This is an optimization exercise on Yosys and OpenROAD, whose aim is small area, a short achievable clock period and few clock cycles per item, not a production implementation. Function was checked by simulation only, so behaviour that the tests miss may differ from the original. Power figures rest on the tool's default switching activity, not on a simulated workload.

Setup of job 7974:
// mobius_inv_seq
module mobius_inv_seq #(
   parameter int N      = 512,
   parameter int log2_N = 9,
   parameter int PRE    = 8
) (
   input  logic         clk,
   input  logic         rst_n,
   input  logic         start,
   input  logic [0:N-1] inputs,
   output logic         busy,
   output logic         done,
   output logic [0:N-1] outputs
);
   logic [0:(log2_N+1)*N-1] lv;
   logic [0:N-1]            mid_q;
   logic                    done_q;
   logic                    accept;
   assign lv[0 +: N] = inputs;
   for (genvar s = 0; s < log2_N; s++) begin : g_lvl
      localparam int D = 1 << s;
      logic [0:N-1] cur;
      logic [0:N-1] nxt;
      if (s == PRE) begin : g_reg
         assign cur = mid_q;
      end else begin : g_comb
         assign cur = lv[s*N +: N];
      end
      for (genvar i = 0; i < N; i++) begin : g_el
         if (((i >> s) & 1) != 0) begin : g_x
            mobius_xor2 u_x (.a(cur[i]), .b(cur[i - D]), .y(nxt[i]));
         end else begin : g_p
            assign nxt[i] = cur[i];
         end
      end
      assign lv[(s+1)*N +: N] = nxt;
   end
   assign accept = start & ~done_q;
   always_ff @(posedge clk or negedge rst_n) begin
      if (!rst_n) done_q <= 1'b0;
      else        done_q <= accept;
   end
   always_ff @(posedge clk) begin
      if (accept) mid_q <= lv[PRE*N +: N];
   end
   assign busy    = 1'b0;
   assign done    = done_q;
   assign outputs = (PRE == log2_N) ? mid_q : lv[log2_N*N +: N];
endmodule
Size in the first run: about 3,100 cells after synthesis.
==> flow/config.mk <==
export PLATFORM = sky130hd
export DESIGN_NAME = mobius_inv_seq
export DESIGN_NICKNAME = mobius_inv_seq
export VERILOG_FILES = /design/flow/design.v
export SDC_FILE = /design/flow/constraint.sdc
export NUM_CORES = 4
export LEC_CHECK = 0
export CAP_MARGIN = 20
export CORE_MARGIN = 2
export CORE_UTILIZATION = 60
export SLEW_MARGIN = 20
export SYNTH_HIERARCHICAL = 1
export SYNTH_MINIMUM_KEEP_SIZE = 0
==> flow/constraint.sdc <==
create_clock -name core_clock -period 4.0 [get_ports {clk}]
set_input_delay 0.8000 -clock core_clock [delete_from_list [all_inputs] [get_ports {clk}]]
set_output_delay 0.8000 -clock core_clock [all_outputs]
set_load 0.01 [all_outputs]
standard.sh (not shown) runs the stock make flow with config.mk's settings and CLKGATE_MAP_FILE= SYNTH_SCRIPT=/design/flow/synth_recipe.tcl, a recipe that flattens the netlist after the stock synthesis.
==> flow/flow/run.sh <==
#!/bin/bash
# The standard layout, except that the port buffers are the smallest plain
# buffer (buf_1) instead of the delay buffer buffer_ports picks by default.
set -euo pipefail
export BUFFER_PORTS_ARGS="-buffer_cell sky130_fd_sc_hd__buf_1"
bash standard.sh > standard.log 2>&1
Seen in the log of job 7974: PPL-0024 during 3_2_place_iop, after which the run never completed.
Testbench counts of job 7974, summed over its fixed seeds: cycles 3,200, items 1,600.
Changes in job 6663 relative to job 7974:
diff --git a/flow/config.mk b/flow/config.mk
--- a/flow/config.mk
+++ b/flow/config.mk
@@ -9,4 +9,5 @@
 export CORE_MARGIN = 2
 export CORE_UTILIZATION = 60
+export SETUP_SLACK_MARGIN = 1.5
 export SLEW_MARGIN = 20
 export SYNTH_HIERARCHICAL = 1
## What came out
Re initial standard-cell utilization of the core: no difference whatsoever between job 7974 and job 6663.
Reported for job 6663 and job 7974, xor/xnor share of the synthesized area turned out identical to the last digit.
Stage in which a tool error killed job 6663: 3_2_place_iop.
On mean instance size in the synthesized netlist, job 6663 and job 7974 are neck and neck.
What job 8659 does differently from job 6663 at the input level:
==> flow/flow/run.sh <==
#!/bin/bash
# The standard layout, except that:
# - the port buffers are the smallest plain buffer (buf_1) instead of the
#   delay buffer buffer_ports picks by default;
# - pins may sit one routing track apart, so that the 1029 ports fit on the
#   edge of a die sized by the cells rather than by the pin count.
set -euo pipefail
export BUFFER_PORTS_ARGS="-buffer_cell sky130_fd_sc_hd__buf_1"
export PLACE_PINS_ARGS="-min_distance 1 -min_distance_in_tracks"
bash standard.sh > standard.log 2>&1
Findings:
- Job 8659 ran in full, but the layout does not pass; the checks complain about max-capacitance violations, max-slew violations.
- Mean area per synthesized cell of job 6663 is on par with job 8659.
- ~same post-synthesis async set-or-reset flop share in job 6663 and job 8659
- Post-synth net total essentially unchanged between job 8659 and job 6663.
- Number of register bits inferred by synthesis: job 6663 vs job 8659 identical
- Re number of synthesized flops with an enable pin: no difference whatsoever between job 8659 and job 6663.

* * *

Another version of the RTL of mobius_inv_seq (not shown whole).
Size in the first run: about 2900 cells after synthesis, ~510 flip-flops, ~1000 I/O pins, roughly 37000 um2 of cells after synthesis.
clock: 4.0 ns
lec_check: 0
cap_margin: 20
core_margin: 2
core_utilization: 58
setup_slack_margin: 1.35
slew_margin: 20
synth_hierarchical: 1
synth_minimum_keep_size: 0
==> flow/flow/run.sh <==
#!/bin/bash
# The standard layout, except that:
# - the port buffers are the smallest plain buffer (buf_1) instead of the
#   delay buffer buffer_ports picks by default;
# - pins may sit one routing track apart, so that the 1029 ports fit on the
#   edge of a die sized by the cells rather than by the pin count.
set -euo pipefail
export BUFFER_PORTS_ARGS="-buffer_cell sky130_fd_sc_hd__buf_1"
export PLACE_PINS_ARGS="-min_distance 1 -min_distance_in_tracks"
bash standard.sh > standard.log 2>&1
Testbench counts at the start, summed over its fixed seeds: cycles 3,200, items 1,600.
==> next run, changes <==
Settings changed: SETUP_SLACK_MARGIN 1.35 to 1.25.
What happened: Core utilization decreases by 3.2 points; worst setup slack improved by 0.086 ns; clock skew increases by 0.0089 ns; total power decreases by 2.6%; via count decreases by 3.4%; wire length decreases by 4.7%; flip-flop and latch count does not change.

* * *

The RTL this note starts from:
==> flow/design.v <==
module mobius_inv_seq #(
   parameter int N      = 512,
   parameter int log2_N = 9,
   parameter int PRE    = 7
) (
   input  logic         clk,
   input  logic         rst_n,
   input  logic         start,
   input  logic [0:N-1] inputs,
   output logic         busy,
   output logic         done,
   output logic [0:N-1] outputs
);
   logic [0:(log2_N+1)*N-1] lv;
   logic [0:N-1]            mid_q;
   logic                    done_q;
   logic                    accept;
   assign lv[0 +: N] = inputs;
   for (genvar s = 0; s < log2_N; s++) begin : g_lvl
      localparam int D = 1 << s;
      logic [0:N-1] cur;
      logic [0:N-1] nxt;
      if (s == PRE) begin : g_reg
         assign cur = mid_q;
      end else begin : g_comb
         assign cur = lv[s*N +: N];
      end
      for (genvar i = 0; i < N; i++) begin : g_el
         if (((i >> s) & 1) != 0) begin : g_x
            mobius_xor2 u_x (.a(cur[i]), .b(cur[i - D]), .y(nxt[i]));
         end else begin : g_p
            assign nxt[i] = cur[i];
         end
      end
      assign lv[(s+1)*N +: N] = nxt;
   end
   assign accept = start & ~done_q;
   always_ff @(posedge clk or negedge rst_n) begin
      if (!rst_n) done_q <= 1'b0;
      else        done_q <= accept;
   end
   always_ff @(posedge clk) begin
      if (accept) mid_q <= lv[PRE*N +: N];
   end
   assign busy    = 1'b0;
   assign done    = done_q;
   assign outputs = (PRE == log2_N) ? mid_q : lv[log2_N*N +: N];
endmodule
module mobius_xor2 (
   input  logic a,
   input  logic b,
   output logic y
);
   assign y = a ^ b;
endmodule
==> flow/config.mk <==
export PLATFORM = sky130hd
export DESIGN_NAME = mobius_inv_seq
export DESIGN_NICKNAME = mobius_inv_seq
export VERILOG_FILES = /design/flow/design.v
export SDC_FILE = /design/flow/constraint.sdc
export NUM_CORES = 4
export LEC_CHECK = 0
export CAP_MARGIN = 20
export CORE_MARGIN = 2
export CORE_UTILIZATION = 40
export SLEW_MARGIN = 20
export SYNTH_HIERARCHICAL = 1
export SYNTH_MINIMUM_KEEP_SIZE = 0
==> flow/constraint.sdc <==
create_clock -name core_clock -period 4.0 [get_ports {clk}]
set_input_delay 0.8000 -clock core_clock [delete_from_list [all_inputs] [get_ports {clk}]]
set_output_delay 0.8000 -clock core_clock [all_outputs]
set_load 0.01 [all_outputs]
==> flow/flow/run.sh <==
#!/bin/bash
# The standard layout, except that the port buffers are the smallest plain
# buffer (buf_1) instead of the delay buffer buffer_ports picks by default.
set -euo pipefail
export BUFFER_PORTS_ARGS="-buffer_cell sky130_fd_sc_hd__buf_1"
bash standard.sh > standard.log 2>&1
Testbench counts at the start, summed over its fixed seeds: cycles 3,200, items 1,600.
Next try:
- SETUP_SLACK_MARGIN: default -> 1.0
After rerunning:
- The new run completed without violations
- die area does not change
- maximum frequency climbs by about 16%
- wire length barely changes

* * *

Another version of the RTL of mobius_inv_seq (not shown whole).
Size in the first run: ~2,900 cells after synthesis, roughly 510 flip-flops, roughly 1,000 I/O pins, about 37,000 um^2 of cells after synthesis.
clock: 4.0 ns
lec_check: 0
cap_margin: 20
core_margin: 2
core_utilization: 58
gpl_routability_driven: 0
setup_slack_margin: 1.25
slew_margin: 20
synth_hierarchical: 1
synth_minimum_keep_size: 0
==> flow/flow/run.sh <==
#!/bin/bash
# The standard layout, except that:
# - the port buffers are the smallest plain buffer (buf_1) instead of the
#   delay buffer buffer_ports picks by default;
# - pins may sit one routing track apart, so that the 1029 ports fit on the
#   edge of a die sized by the cells rather than by the pin count.
set -euo pipefail
export BUFFER_PORTS_ARGS="-buffer_cell sky130_fd_sc_hd__buf_1"
export PLACE_PINS_ARGS="-min_distance 1 -min_distance_in_tracks"
bash standard.sh > standard.log 2>&1
The starting point went through all stages and came out clean.
Testbench counts at the start, summed over its fixed seeds: cycles 3,200, items 1,600.
Edit:
--- a/flow/config.mk
+++ b/flow/config.mk
@@ -8,7 +8,6 @@
 export CAP_MARGIN = 20
 export CORE_MARGIN = 2
-export CORE_UTILIZATION = 58
-export GPL_ROUTABILITY_DRIVEN = 0
-export SETUP_SLACK_MARGIN = 1.25
+export CORE_UTILIZATION = 50
+export SETUP_SLACK_MARGIN = 1.5
 export SLEW_MARGIN = 20
 export SYNTH_HIERARCHICAL = 1
=> The new run completed without violations; final cell count came out higher by 8.5%; maximum frequency is higher by 9.8%; total power rose by 11%; global-route usage hardly moves; clock power grows by about 1%; utilization came out higher by 0.30 points; worst setup slack improves by 0.27 ns; design area is higher by 16%.
Edit:
==> flow/flow/run.sh (replaced) <==
#!/bin/bash
# The standard layout, except that the port buffers are the smallest plain
# buffer (buf_1) instead of the delay buffer buffer_ports picks by default.
set -euo pipefail
export BUFFER_PORTS_ARGS="-buffer_cell sky130_fd_sc_hd__buf_1"
bash standard.sh > standard.log 2>&1
--- a/flow/config.mk
+++ b/flow/config.mk
@@ -8,6 +8,6 @@
 export CAP_MARGIN = 20
 export CORE_MARGIN = 2
-export CORE_UTILIZATION = 50
-export SETUP_SLACK_MARGIN = 1.5
+export CORE_UTILIZATION = 40
+export SETUP_SLACK_MARGIN = 1.25
 export SLEW_MARGIN = 20
 export SYNTH_HIERARCHICAL = 1
Setup slack got worse by 0.13 ns.
Power shrinks by 4.4%.
Non-clock buffer count shrinks by 125.
Edit:
==> flow/flow/run.sh (replaced) <==
#!/bin/bash
# The standard layout, except that:
# - the port buffers are the smallest plain buffer (buf_1) instead of the
#   delay buffer buffer_ports picks by default;
# - pins may sit one routing track apart, so that the 1029 ports fit on the
#   edge of a die sized by the cells rather than by the pin count.
set -euo pipefail
export BUFFER_PORTS_ARGS="-buffer_cell sky130_fd_sc_hd__buf_1"
export PLACE_PINS_ARGS="-min_distance 1 -min_distance_in_tracks"
bash standard.sh > standard.log 2>&1
--- a/flow/config.mk
+++ b/flow/config.mk
@@ -6,9 +6,10 @@
 export NUM_CORES = 4
 export LEC_CHECK = 0
-export CAP_MARGIN = 20
+export CAP_MARGIN = 10
 export CORE_MARGIN = 2
-export CORE_UTILIZATION = 40
+export CORE_UTILIZATION = 58
+export CTS_BUF_LIST = sky130_fd_sc_hd__clkbuf_4 sky130_fd_sc_hd__clkbuf_8
 export SETUP_SLACK_MARGIN = 1.25
-export SLEW_MARGIN = 20
+export SLEW_MARGIN = 10
 export SYNTH_HIERARCHICAL = 1
 export SYNTH_MINIMUM_KEEP_SIZE = 0
The new run ran to the end with no violations.
Register-to-register slack is worse by 0.11 ns.
Global-route usage went up by 9.4 points.
Setup slack is worse by 0.014 ns.
Fmax went down by 0.51%.
Clock-buffer cell count went up by 42.
Sequential share of layout area went up by 1.9 points.
Power went down by 5.1%.
Combinational power went down by about 7%.
Utilization went up by 19 points.

* * *

Setup of run 1:
mobius_inv_seq again, from the RTL that the note above started with.
==> flow/config.mk <==
export PLATFORM = sky130hd
export DESIGN_NAME = mobius_inv_seq
export DESIGN_NICKNAME = mobius_inv_seq
export VERILOG_FILES = /design/flow/design.v
export SDC_FILE = /design/flow/constraint.sdc
export NUM_CORES = 4
export LEC_CHECK = 0
export CAP_MARGIN = 20
export CORE_MARGIN = 2
export CORE_UTILIZATION = 65
export SETUP_SLACK_MARGIN = 1.25
export SLEW_MARGIN = 20
export SYNTH_HIERARCHICAL = 1
export SYNTH_MINIMUM_KEEP_SIZE = 0
==> flow/constraint.sdc <==
create_clock -name core_clock -period 4.0 [get_ports {clk}]
set_input_delay 0.8000 -clock core_clock [delete_from_list [all_inputs] [get_ports {clk}]]
set_output_delay 0.8000 -clock core_clock [all_outputs]
set_load 0.01 [all_outputs]
==> flow/flow/run.sh <==
#!/bin/bash
# The standard layout, except that:
# - the port buffers are the smallest plain buffer (buf_1) instead of the
#   delay buffer buffer_ports picks by default;
# - pins may sit one routing track apart, so that the 1029 ports fit on the
#   edge of a die sized by the cells rather than by the pin count.
set -euo pipefail
export BUFFER_PORTS_ARGS="-buffer_cell sky130_fd_sc_hd__buf_1"
export PLACE_PINS_ARGS="-min_distance 1 -min_distance_in_tracks"
bash standard.sh > standard.log 2>&1
Run 1 did not finish; the tool stopped in 5_1_grt with error GRT-0116.
Testbench counts of run 1, summed over its fixed seeds: cycles 3,200, items 1,600.
Edits applied to the flow inputs when going from run 1 to run 2:
Settings: CORE_UTILIZATION now 58, was 65; SETUP_SLACK_MARGIN now 1.5, was 1.25; TNS_END_PERCENT now 10, previously not set.
Results
Run 2 ran to completion and came out clean on the timing, DRC and antenna checks. In terms of number of top-level pins, run 1 and run 2 differ only marginally. Run 2 ended up with a higher post-DP HPWL than run 1 did. Re floorplan die width: run 2 is 14 um up on run 1. Note that the die boundary height recorded for run 2 amounts to 1.06 times the value seen in run 1. Worst slack at placement ends up lower on run 1. Run 2 vs. run 1: number of resized instances in the post-cts repair step went up by 140. Relative to run 1, number of placed instances, taps included increased by 137 in run 2. The final reports for run 2 and run 1 show total cell area at the placement stage lower in the former. Starting utilization of the core area on run 2 is down relative to run 1.
Setup changes, run 2 to run 3
Settings: removing TNS_END_PERCENT (formerly 10); changing CORE_UTILIZATION from 58 to 50; changing SETUP_SLACK_MARGIN from 1.5 to 1.25.
Result: PASS for each of run 3 and run 2. Est. power | run 3 vs run 2 | run 3 lower. Final layout net count (lower): run 3. Relative to run 2, run 3 improves timing-limited maximum frequency. Looking at filler-free cell count of the finished design across run 3 and run 2, the one that comes out lower is run 2. Setup slack delta (run 3 − run 2): favourable. Clock transition time at the flip-flop clock pins of the worst setup and hold paths across run 3 and run 2: no real change. Summary of run 3 over run 2: multi-input combinational cell area down 0.0014 mm2, die height climbed about 8%, static leakage power went down.
Here is what was changed in the inputs of run 4 compared with run 3.
Settings: SETUP_SLACK_MARGIN: 1.25 -> 2.0.
==> comparison <==
Simple-gate share of the synthesized area: run 4 vs run 3 identical. Run 3 -> run 4: number of buffers added to fix hold violations after cts delta 0, exact match. Number of instances in the placed design: run 4 vs run 3 down 50. Status: estimated wirelength of the detail-placed design parity (run 3, run 4). In the tables for run 3 and run 4, worst setup slack before clock tree synthesis reads lower with run 3. Initial standard-cell utilization of the core: run 3 vs run 4 identical. The final weighted congestion in routability-driven placement in run 4 sits 5.5% below the value recorded for run 3. Summary of run 4 over run 3: count of buffers inserted at the top-level ports roughly the same; setup fix buffers added after clock tree synthesis shows an increase of 647; number of nets in the synthesized netlist stayed essentially flat; total of cells resized after clock tree synthesis rose 2269. Run 4 did not run to completion, as it errored out during 5_1_grt.

[port drivers added, routing unchanged]
In the flow no input, the clock included, has a driving cell. The finished layouts below were timed again as built, in two steps.
Step 1 sets driving cells, clkbuf_16 on the clock port and buf_2 on the other inputs (assumed; they add their load-dependent delay and slew).
Step 2 also shifts input and output timing later by t, the mid clock arrival at the registers, as if the neighbouring blocks saw the same clock.
Slacks: ideal / step 1 / step 2; pairs: ideal / step 1.
| run | t (ns) | setup WS [ns] | slew at the worst register clock pin (ns) |
|---|---|---|---|
| job 8659 | 0.718 | 0.701 / 0.741 / 0.023 | 0.08 / 0.08 |
| the first run of note 2 | 0.691 | 1.042 / 0.972 / 0.347 | 0.07 / 0.07 |
| the second run of note 2 | 0.706 | 1.128 / 1.116 / 0.461 | 0.07 / 0.07 |
| the first run of note 3 | 0.754 | 0.452 / 0.374 / 0.106 | 0.07 / 0.07 |
| the second run of note 3 | 0.712 | 0.941 / 0.908 / 0.280 | 0.07 / 0.07 |
| the first run of note 4 | 0.696 | 1.036 / 0.967 / 0.529 | 0.07 / 0.07 |
| the second run of note 4 | 0.707 | 1.302 / 1.230 / 0.570 | 0.07 / 0.07 |
| the third run of note 4 | 0.702 | 1.170 / 1.129 / 0.502 | 0.07 / 0.07 |
| the fourth run of note 4 | 0.762 | 1.156 / 1.123 / 0.416 | 0.07 / 0.07 |
| run 2 | 0.703 | 0.992 / 1.037 / 0.334 | 0.07 / 0.07 |
| run 3 | 0.704 | 1.140 / 1.149 / 0.488 | 0.07 / 0.07 |
For the fourth run of note 4, which loses most, drivers alone change the setup slack by -0.033 ns; drivers and shift together by -0.740 ns.
